From an optimization exercise on the open Yosys and OpenROAD flow, aimed at small area, a short achievable clock period and few clock cycles per item; shortcuts taken in it are not production practice.
Function was checked by simulation only, so behaviour that the tests miss may differ from the original.

**design/flow/run.sh**
```bash
#!/bin/bash
# synth_recipe.tcl (not shown) runs the flow's synth.tcl, then flattens the netlist and writes it again
# the make line also repeats each setting of config.mk as NAME=value (left out here)
make -C /OpenROAD-flow-scripts/flow DESIGN_CONFIG=/design/flow/config.mk WORK_HOME=/design/flow/orfs CLKGATE_MAP_FILE= SYNTH_SCRIPT=/design/flow/synth_recipe.tcl finish
```
**design/flow/config.mk**
```make
export PLATFORM = sky130hd
export DESIGN_NAME = multichannel_to_mono_pcm16_unit
export DESIGN_NICKNAME = multichannel_to_mono_pcm16_unit
export VERILOG_FILES = /design/flow/design.v
export SDC_FILE = /design/flow/constraint.sdc
export NUM_CORES = 4
export LEC_CHECK = 0
export CAP_MARGIN = 20
export CORE_MARGIN = 2
export CORE_UTILIZATION = 40
export SLEW_MARGIN = 20
```
**design/flow/constraint.sdc**
```tcl
create_clock -name core_clock -period 10.0 [get_ports {i_clk}]
set_input_delay 2.0000 -clock core_clock [delete_from_list [all_inputs] [get_ports {i_clk}]]
set_output_delay 2.0000 -clock core_clock [all_outputs]
set_load 0.01 [all_outputs]
```
**design/flow/design.v**
```verilog
`default_nettype none
package mcmono_pkg;
    localparam int MAX_CHANNELS = 8;
    localparam int                 CFG_IDX_W    = 1;
    localparam int                 CFG_W        = 4;
    localparam int                 CFG_FMT_W    = 2;
    localparam int                 CFG_CH_W     = 4;
    localparam logic [CFG_IDX_W-1:0] CFG_FORMAT   = 1'd0;
    localparam logic [CFG_IDX_W-1:0] CFG_CHANNELS = 1'd1;
    localparam logic [CFG_FMT_W-1:0] FMT_INT16   = 2'd0;
    localparam logic [CFG_FMT_W-1:0] FMT_FLOAT32 = 2'd1;
    localparam logic [CFG_FMT_W-1:0] FMT_RESET   = FMT_FLOAT32;
    localparam logic [CFG_CH_W-1:0]  CH_RESET    = 4'd2;
    localparam int CH_W   = $clog2(MAX_CHANNELS + 1);
    localparam int POS_W  = (MAX_CHANNELS > 1) ? $clog2(MAX_CHANNELS) : 1;
    localparam int SUM_W  = 36;
    localparam int MAG_W  = SUM_W - 1;
    localparam int MUL_W  = 24 + $clog2(MAX_CHANNELS);
    localparam int PROD_W = MUL_W + 15;
    localparam int NUM_W  = MUL_W + 17;
    localparam int DIV_W  = 16 + $clog2(MAX_CHANNELS);
    localparam int CNT_W  = $clog2(DIV_W);
    localparam int FIFO_DEPTH = 2;
    localparam logic [14:0]        PCM_SCALE = 15'd32767;
    localparam logic signed [15:0] PCM_MAX   = 16'sh7FFF;
    localparam logic signed [15:0] PCM_MIN   = 16'sh8000;
    typedef struct packed {
        logic signed [SUM_W-1:0] sum;
        logic                    zero;
        logic                    is_int;
        logic [CH_W-1:0]         ch;
        logic                    pkt_end;
    } t_frame;
endpackage
`default_nettype wire
`default_nettype none
import mcmono_pkg::*;
module mcmono_front (
    input  wire                            i_clk,
    input  wire                            i_rst_n,
    input  wire                            i_cfg_we,
    input  wire [mcmono_pkg::CFG_IDX_W-1:0] i_cfg_index,
    input  wire [mcmono_pkg::CFG_W-1:0]    i_cfg_data,
    input  wire                            i_in_valid,
    output logic                           o_in_ready,
    input  wire [31:0]                     i_sample_bits,
    input  wire                            i_silent,
    input  wire                            i_packet_last,
    input  wire                            i_fifo_full,
    output logic                           o_push,
    output mcmono_pkg::t_frame             o_frame
);
    logic [CFG_FMT_W-1:0]    r_fmt;
    logic [CFG_CH_W-1:0]     r_cc;
    logic signed [SUM_W-1:0] r_sum;
    logic [POS_W-1:0]        r_pos;
    logic                    r_sil;
    logic                    r_pend;
    logic [CH_W-1:0]         ch_act;
    logic signed [SUM_W-1:0] sample_val;
    logic signed [SUM_W-1:0] n_sum;
    logic [31:0]             fmag;
    logic                    accept;
    logic                    last;
    function automatic logic [31:0] flt_mag(input logic [31:0] b);
        logic [7:0]  e;
        logic [31:0] sig;
        logic [31:0] m;
        e   = b[30:23];
        sig = {9'b1, b[22:0]};
        m   = '0;
        if (e == 8'hFF) begin
            m = (b[22:0] != 23'd0) ? 32'd0 : 32'h8000_0000;
        end else if (e == 8'd0) begin
            m = '0;
        end else if (e >= 8'd134) begin
            m = 32'h8000_0000;
        end else if (e >= 8'd126) begin
            m = sig << (e - 8'd126);
        end else if (e > 8'd102) begin
            m = sig >> (8'd126 - e);
        end else begin
            m = '0;
        end
        flt_mag = m;
    endfunction
    always_comb begin
        if (r_cc == '0) begin
            ch_act = CH_W'(1);
        end else if (int'(r_cc) > MAX_CHANNELS) begin
            ch_act = CH_W'(MAX_CHANNELS);
        end else begin
            ch_act = CH_W'(r_cc);
        end
    end
    assign fmag = flt_mag(i_sample_bits);
    always_comb begin
        case (r_fmt)
            FMT_INT16: begin
                sample_val = {{(SUM_W-16){i_sample_bits[15]}}, i_sample_bits[15:0]};
            end
            FMT_FLOAT32: begin
                sample_val = i_sample_bits[31] ? -(SUM_W'(fmag)) : SUM_W'(fmag);
            end
            default: begin
                sample_val = '0;
            end
        endcase
    end
    assign n_sum      = r_sum + sample_val;
    assign o_in_ready = !i_fifo_full;
    assign accept     = i_in_valid && o_in_ready;
    assign last       = (r_pos == POS_W'(ch_act - CH_W'(1)));
    assign o_push     = accept && last;
    always_comb begin
        o_frame.sum     = n_sum;
        o_frame.zero    = i_silent || r_sil ||
                          ((r_fmt != FMT_INT16) && (r_fmt != FMT_FLOAT32));
        o_frame.is_int  = (r_fmt == FMT_INT16);
        o_frame.ch      = ch_act;
        o_frame.pkt_end = i_packet_last || r_pend;
    end
    always_ff @(posedge i_clk) begin
        if (!i_rst_n) begin
            r_fmt  <= FMT_RESET;
            r_cc   <= CH_RESET;
            r_sum  <= '0;
            r_pos  <= '0;
            r_sil  <= 1'b0;
            r_pend <= 1'b0;
        end else if (i_cfg_we) begin
            if (i_cfg_index == CFG_FORMAT) begin
                r_fmt <= i_cfg_data[CFG_FMT_W-1:0];
            end
            if (i_cfg_index == CFG_CHANNELS) begin
                r_cc <= i_cfg_data[CFG_CH_W-1:0];
            end
            r_sum  <= '0;
            r_pos  <= '0;
            r_sil  <= 1'b0;
            r_pend <= 1'b0;
        end else if (accept) begin
            if (last) begin
                r_sum  <= '0;
                r_pos  <= '0;
                r_sil  <= 1'b0;
                r_pend <= 1'b0;
            end else begin
                r_sum  <= n_sum;
                r_pos  <= r_pos + POS_W'(1);
                r_sil  <= r_sil || i_silent;
                r_pend <= r_pend || i_packet_last;
            end
        end
    end
endmodule
`default_nettype wire
`default_nettype none
import mcmono_pkg::*;
module mcmono_fifo (
    input  wire                i_clk,
    input  wire                i_rst_n,
    input  wire                i_push,
    input  mcmono_pkg::t_frame i_din,
    output logic               o_full,
    input  wire                i_pop,
    output mcmono_pkg::t_frame o_dout,
    output logic               o_empty
);
    localparam int PTR_W = (FIFO_DEPTH > 1) ? $clog2(FIFO_DEPTH) : 1;
    localparam int CNT_Q = $clog2(FIFO_DEPTH + 1);
    logic [SUM_W+CH_W+2:0] r_mem [0:FIFO_DEPTH-1];
    logic [PTR_W-1:0]   r_wptr;
    logic [PTR_W-1:0]   r_rptr;
    logic [CNT_Q-1:0]   r_count;
    logic               do_push;
    logic               do_pop;
    assign o_full  = (r_count == CNT_Q'(FIFO_DEPTH));
    assign o_empty = (r_count == '0);
    assign o_dout  = r_mem[r_rptr];
    assign do_push = i_push && !o_full;
    assign do_pop  = i_pop && !o_empty;
    always_ff @(posedge i_clk) begin
        if (do_push) begin
            r_mem[r_wptr] <= i_din;
        end
    end
    always_ff @(posedge i_clk) begin
        if (!i_rst_n) begin
            r_wptr  <= '0;
            r_rptr  <= '0;
            r_count <= '0;
        end else begin
            if (do_push) begin
                r_wptr <= (r_wptr == PTR_W'(FIFO_DEPTH - 1)) ? '0 : r_wptr + PTR_W'(1);
            end
            if (do_pop) begin
                r_rptr <= (r_rptr == PTR_W'(FIFO_DEPTH - 1)) ? '0 : r_rptr + PTR_W'(1);
            end
            if (do_push && !do_pop) begin
                r_count <= r_count + CNT_Q'(1);
            end else if (do_pop && !do_push) begin
                r_count <= r_count - CNT_Q'(1);
            end
        end
    end
endmodule
`default_nettype wire
`default_nettype none
import mcmono_pkg::*;
module mcmono_back (
    input  wire                i_clk,
    input  wire                i_rst_n,
    input  wire                i_empty,
    input  mcmono_pkg::t_frame i_frame,
    output logic               o_pop,
    output logic               o_out_valid,
    input  wire                i_out_ready,
    output logic signed [15:0] o_mono_sample,
    output logic               o_packet_end
);
    typedef enum logic [2:0] {
        ST_IDLE,
        ST_ABS,
        ST_MUL,
        ST_PREP,
        ST_DIV,
        ST_FIN
    } t_state;
    t_state                  r_state;
    logic signed [SUM_W-1:0] r_sum;
    logic                    r_zero;
    logic                    r_int;
    logic [CH_W-1:0]         r_ch;
    logic                    r_pend;
    logic                    r_neg;
    logic [MAG_W-1:0]        r_mag;
    logic                    r_sat;
    logic [PROD_W-1:0]       r_prod;
    logic [DIV_W-1:0]        r_quo;
    logic [POS_W-1:0]        r_rem;
    logic [CNT_W-1:0]        r_cnt;
    logic                    r_out_valid;
    logic signed [15:0]      r_out_sample;
    logic                    r_out_pend;
    logic [NUM_W-1:0]        num;
    logic [POS_W:0]          trial;
    logic                    qbit;
    logic [POS_W:0]          n_rem;
    logic signed [15:0]      result;
    logic                    out_load;
    assign o_pop         = (r_state == ST_IDLE) && !i_empty;
    assign o_out_valid   = r_out_valid;
    assign o_mono_sample = r_out_sample;
    assign o_packet_end  = r_out_pend;
    assign out_load      = (r_state == ST_FIN) && (!r_out_valid || i_out_ready);
    assign num = NUM_W'({r_prod, 1'b0}) +
                 (r_int ? (NUM_W'(r_ch) << 15) : (NUM_W'(r_ch) << 24));
    assign trial = {r_rem, r_quo[DIV_W-1]};
    assign qbit  = (trial >= (POS_W+1)'(r_ch));
    assign n_rem = qbit ? (trial - (POS_W+1)'(r_ch)) : trial;
    always_comb begin
        if (r_zero) begin
            result = '0;
        end else if (r_sat) begin
            result = r_neg ? -PCM_MAX : PCM_MAX;
        end else if (r_quo > DIV_W'(PCM_MAX)) begin
            result = r_neg ? PCM_MIN : PCM_MAX;
        end else begin
            result = r_neg ? -signed'(r_quo[15:0]) : signed'(r_quo[15:0]);
        end
    end
    always_ff @(posedge i_clk) begin
        if (!i_rst_n) begin
            r_state     <= ST_IDLE;
            r_out_valid <= 1'b0;
        end else begin
            if (out_load) begin
                r_out_valid <= 1'b1;
            end else if (r_out_valid && i_out_ready) begin
                r_out_valid <= 1'b0;
            end
            case (r_state)
                ST_IDLE: begin
                    if (!i_empty) begin
                        r_sum   <= i_frame.sum;
                        r_zero  <= i_frame.zero;
                        r_int   <= i_frame.is_int;
                        r_ch    <= i_frame.ch;
                        r_pend  <= i_frame.pkt_end;
                        r_state <= ST_ABS;
                    end
                end
                ST_ABS: begin
                    r_neg   <= r_sum[SUM_W-1];
                    r_mag   <= r_sum[SUM_W-1] ? MAG_W'(-r_sum) : MAG_W'(r_sum);
                    r_state <= ST_MUL;
                end
                ST_MUL: begin
                    r_prod  <= PROD_W'(r_mag[MUL_W-1:0]) * PROD_W'(PCM_SCALE);
                    r_sat   <= !r_int && (r_mag >= (MAG_W'(r_ch) << 24));
                    r_state <= ST_PREP;
                end
                ST_PREP: begin
                    r_quo   <= r_int ? num[16 +: DIV_W] : num[25 +: DIV_W];
                    r_rem   <= '0;
                    r_cnt   <= '0;
                    r_state <= ST_DIV;
                end
                ST_DIV: begin
                    r_rem <= n_rem[POS_W-1:0];
                    r_quo <= {r_quo[DIV_W-2:0], qbit};
                    r_cnt <= r_cnt + CNT_W'(1);
                    if (r_cnt == CNT_W'(DIV_W - 1)) begin
                        r_state <= ST_FIN;
                    end
                end
                ST_FIN: begin
                    if (out_load) begin
                        r_out_sample <= result;
                        r_out_pend   <= r_pend;
                        r_state      <= ST_IDLE;
                    end
                end
                default: begin
                    r_state <= ST_IDLE;
                end
            endcase
        end
    end
endmodule
`default_nettype wire
`default_nettype none
import mcmono_pkg::*;
module multichannel_to_mono_pcm16_unit (
    input  wire                             i_clk,
    input  wire                             i_rst_n,
    input  wire                             i_cfg_we,
    input  wire [mcmono_pkg::CFG_IDX_W-1:0] i_cfg_index,
    input  wire [mcmono_pkg::CFG_W-1:0]     i_cfg_data,
    input  wire                             i_in_valid,
    output logic                            o_in_ready,
    input  wire [31:0]                      i_sample_bits,
    input  wire                             i_silent,
    input  wire                             i_packet_last,
    output logic                            o_out_valid,
    input  wire                             i_out_ready,
    output logic signed [15:0]              o_mono_sample,
    output logic                            o_packet_end
);
    mcmono_pkg::t_frame push_frame;
    mcmono_pkg::t_frame pop_frame;
    logic   push;
    logic   pop;
    logic   fifo_full;
    logic   fifo_empty;
    mcmono_front u_front (
        .i_clk         (i_clk),
        .i_rst_n       (i_rst_n),
        .i_cfg_we      (i_cfg_we),
        .i_cfg_index   (i_cfg_index),
        .i_cfg_data    (i_cfg_data),
        .i_in_valid    (i_in_valid),
        .o_in_ready    (o_in_ready),
        .i_sample_bits (i_sample_bits),
        .i_silent      (i_silent),
        .i_packet_last (i_packet_last),
        .i_fifo_full   (fifo_full),
        .o_push        (push),
        .o_frame       (push_frame)
    );
    mcmono_fifo u_fifo (
        .i_clk   (i_clk),
        .i_rst_n (i_rst_n),
        .i_push  (push),
        .i_din   (push_frame),
        .o_full  (fifo_full),
        .i_pop   (pop),
        .o_dout  (pop_frame),
        .o_empty (fifo_empty)
    );
    mcmono_back u_back (
        .i_clk         (i_clk),
        .i_rst_n       (i_rst_n),
        .i_empty       (fifo_empty),
        .i_frame       (pop_frame),
        .o_pop         (pop),
        .o_out_valid   (o_out_valid),
        .i_out_ready   (i_out_ready),
        .o_mono_sample (o_mono_sample),
        .o_packet_end  (o_packet_end)
    );
endmodule
`default_nettype wire
```
==> notes.md <==
Avg Cell Area, Syn 10.41 µm²; vias in the first global route 19170; Hold Vio Cnt, Final 0; n_diodes 0; setup bufs post-CTS 0; post-route minimum period 8.828 ns; WL/cell 19.67 µm; final setup fails 0; startpoint types input pin; r2r endpoint u_back.r_prod[41]; # rows 93; Post-Place Cell Area 27400 µm²; post-synthesis cell area 26060 µm²; CP Max Fanout 27; Final Cell Area 28540 µm²; MaxCap Viol Count 0; drt drc 0; syn nets 2918; CTS tree done; # port buffers 62; Final GP Congestion 0.9999; Hold Path End u_front.r_cc[0]; Clk Tree Root Cell clkbuf_16; RSZ-0062 raised after global routing false; DRT Pass-1 Iters 6; HPWL after DPL 52.40 mm; Seq cells post-synth 293; Ys Warns 3; share of layout cells above drive strength 1 0.09015; largest net degree at the start of global routing 54; CP endpoint kind flip-flop; crit-path max cell delay 0.53 ns; area of the core 64460 µm²; Layout Skew 0.03618 ns; total gr overflow 0; launch point of the worst reg-to-reg path u_back.r_mag[7]; setup slack after layout 1.172 ns; clock latency (worst-skew pair) 0.56 ns; period utilization 0.8828; hold_sp u_front.r_cc[0]; Slowest-stage cell, CP ha_1; Netlist cell types 91; top_reg_cell synth edfxtp_1; most common cell after layout, fill and taps aside inv_1; final net count 2919; cts bufs inserted 34; Worst Path Arrival 9.28 ns; Clock Tree Buf Depth 3; commonest cells after routing, fill and taps aside inv_1 (245), edfxtp_1 (238), fa_1 (201), nor2_1 (193), ha_1 (170); die height 259.3 µm; CTS clk-pin slew, worst paths 0.06 ns; I/O pin total 63; H-tree depth 2; worst hold path depth 2; CP Data Required Time 10.45 ns; worst-margin pin slew 1.139 ns; WL final 66.56 mm; number of synthesized flops with an enable pin 238; DRT iter0 DRCs 1404; post-CTS sizing 0; R2R setup slack 2.67 ns; die area 67220 µm²; pre-CTS setup slack 0.7022 ns; WHS 0.4641 ns; Hold Crit Class flip-flop to flip-flop; initial antenna violation count 0; critical path type input pin to flip-flop; Clock Sinks 293; GRT Total Usage 0.1991; relative slew slack 0.2378; R2R cell count 22; layout overhead on the synthesized area 9.514%; Starting Density 0.4043; die width 259.3 µm; Via density 5.570; first-pass GRT wire length 106.7 mm; Max Clock Freq 0.1133 GHz; Via Count 18850; Syn Inst Count 2503; DRT antenna net count 0; Seq/Total Area, Yosys 0.3164; final setup TNS 0 ns; # hold bufs at CTS 0; run status no timing/DRC/antenna violations; fraction of registers with async set/reset 0; final slew viol count 0
-- final cells by class --
class | instances | area [µm²]
clock inverter | 15 | 150.1
clock buffer | 46 | 998.5
timing repair buffer | 88 | 800.8
fill | 6021 | 35920
tap | 855 | 1070
multi-input combinational | 1840 | 16350
sequential | 293 | 8252
inverter | 247 | 927.1
-- routing by layer --
metal | wire [µm] | share of wire | vias to the layer above | GRT usage
li1 | - | - | 8934 | -
met1 | 29700 | 0.45 | 9376 | 0.2659
met2 | 32340 | 0.49 | 422 | 0.3389
met3 | 2433 | 0.037 | 116 | 0.02158
met4 | 2086 | 0.031 | 0 | 0.06370
met5 | 0 | 0 | - | 0
-- worst max path at each step --
| stage | from | to | slack [ns] |
|---|---|---|---|
| 2_1_floorplan | i_sample_bits[23] | u_front.r_sum[35] | 1.53 |
| 3_3_place_gp | i_sample_bits[25] | u_front.r_sum[34] | 0.85 |
| 3_5_place_dp | i_sample_bits[23] | u_front.r_sum[34] | 0.70 |
| 4_1_cts | i_sample_bits[23] | u_front.r_sum[34] | 1.28 |
| 5_1_grt | i_sample_bits[25] | u_front.r_sum[35] | 0.70 |
| 6_report | i_sample_bits[23] | u_front.r_sum[34] | 1.17 |
-- metrics by stage --
step | util | cells
after floorplan | - | 2503
after global placement | 0.4250 | 3323
after detailed placement | 0.4250 | 3323
after CTS | 0.4428 | 3384
after global routing | 0.4428 | 3384
final | 0.4428 | 3384
-- cell families after synthesis --
| logic type | after synthesis | share of synthesized area |
|---|---|---|
| xor+xnor | 169 | 0.05751 |
| buf+inv | 370 | 0.05794 |
| compound gates | 496 | 0.1261 |
| fa+ha+maj | 371 | 0.2360 |
| simple gates | 641 | 0.1197 |
| flops | 293 | 0.3164 |
| mux | 163 | 0.08636 |
-- cells in the mapped netlist (53+ instances only) --
cell type	n	area [µm²]
nor3_1	53	265.3
mux2_2	62	698.2
edfxtp_1	238	7147
a21oi_1	106	530.5
o21ai_0	111	555.5
inv_1	245	919.6
ha_1	170	2127
nand2_1	139	521.8
xnor2_1	111	972.2
fa_1	201	4024
xor2_1	57	499.2
clkbuf_1	81	304.0
nor2_1	198	743.2
dfxtp_1	55	1101
mux2i_1	55	550.5
nand3_1	62	310.3
-- flip-flops by register name, summed over array words and instances, names as in the netlist, 2 cells and up --
register / cells
u_back.r_ch: 4
u_back.r_cnt: 5
u_back.r_mag: 35
u_back.r_out_sample: 16
u_back.r_prod: 28
u_back.r_quo: 19
u_back.r_rem: 3
u_back.r_state: 3
u_back.r_sum: 36
u_fifo.r_count: 2
u_fifo.r_mem: 86
u_front.r_cc: 4
u_front.r_fmt: 2
u_front.r_pos: 3
u_front.r_sum: 36
-- worst max-delay path: cells and delay by family --
family	cells	cell delay (ns)
compound gates	14	3.51
buf+inv	3	1.08
simple gates	6	1.08
fa+ha+maj	2	0.83
mux	2	0.46
xor+xnor	2	0.28
Testbench counts, summed over its fixed seeds: cycles 73,786, frames 3,072.

re-timing with driven ports:
How much do the figures lean on ideal ports? The routed layout below was timed once more, with nothing changed but the port constraints. Step 1: set_driving_cell puts a clkbuf_16 on i_clk and a buf_2 on each other input, an assumption about the parent block. Step 2 also shifts input and output timing later by t, the mid clock arrival at the registers, as if the neighbouring blocks saw the same clock. Three values: no drivers, after step 1, after step 2; two values: the first two.
t (ns): 0.591
setup slack, ns: 1.172 / 1.194 / 0.603
worst hold slack (ns): 0.464 / 0.464 / 0.464
clock arrival spread, ns: 0.037 / 0.038
worst register clock-pin slew, ns: 0.07 / 0.07
After both steps this run still meets setup and hold. For this run, drivers alone change the setup slack by +0.022 ns; drivers and shift together by -0.569 ns.
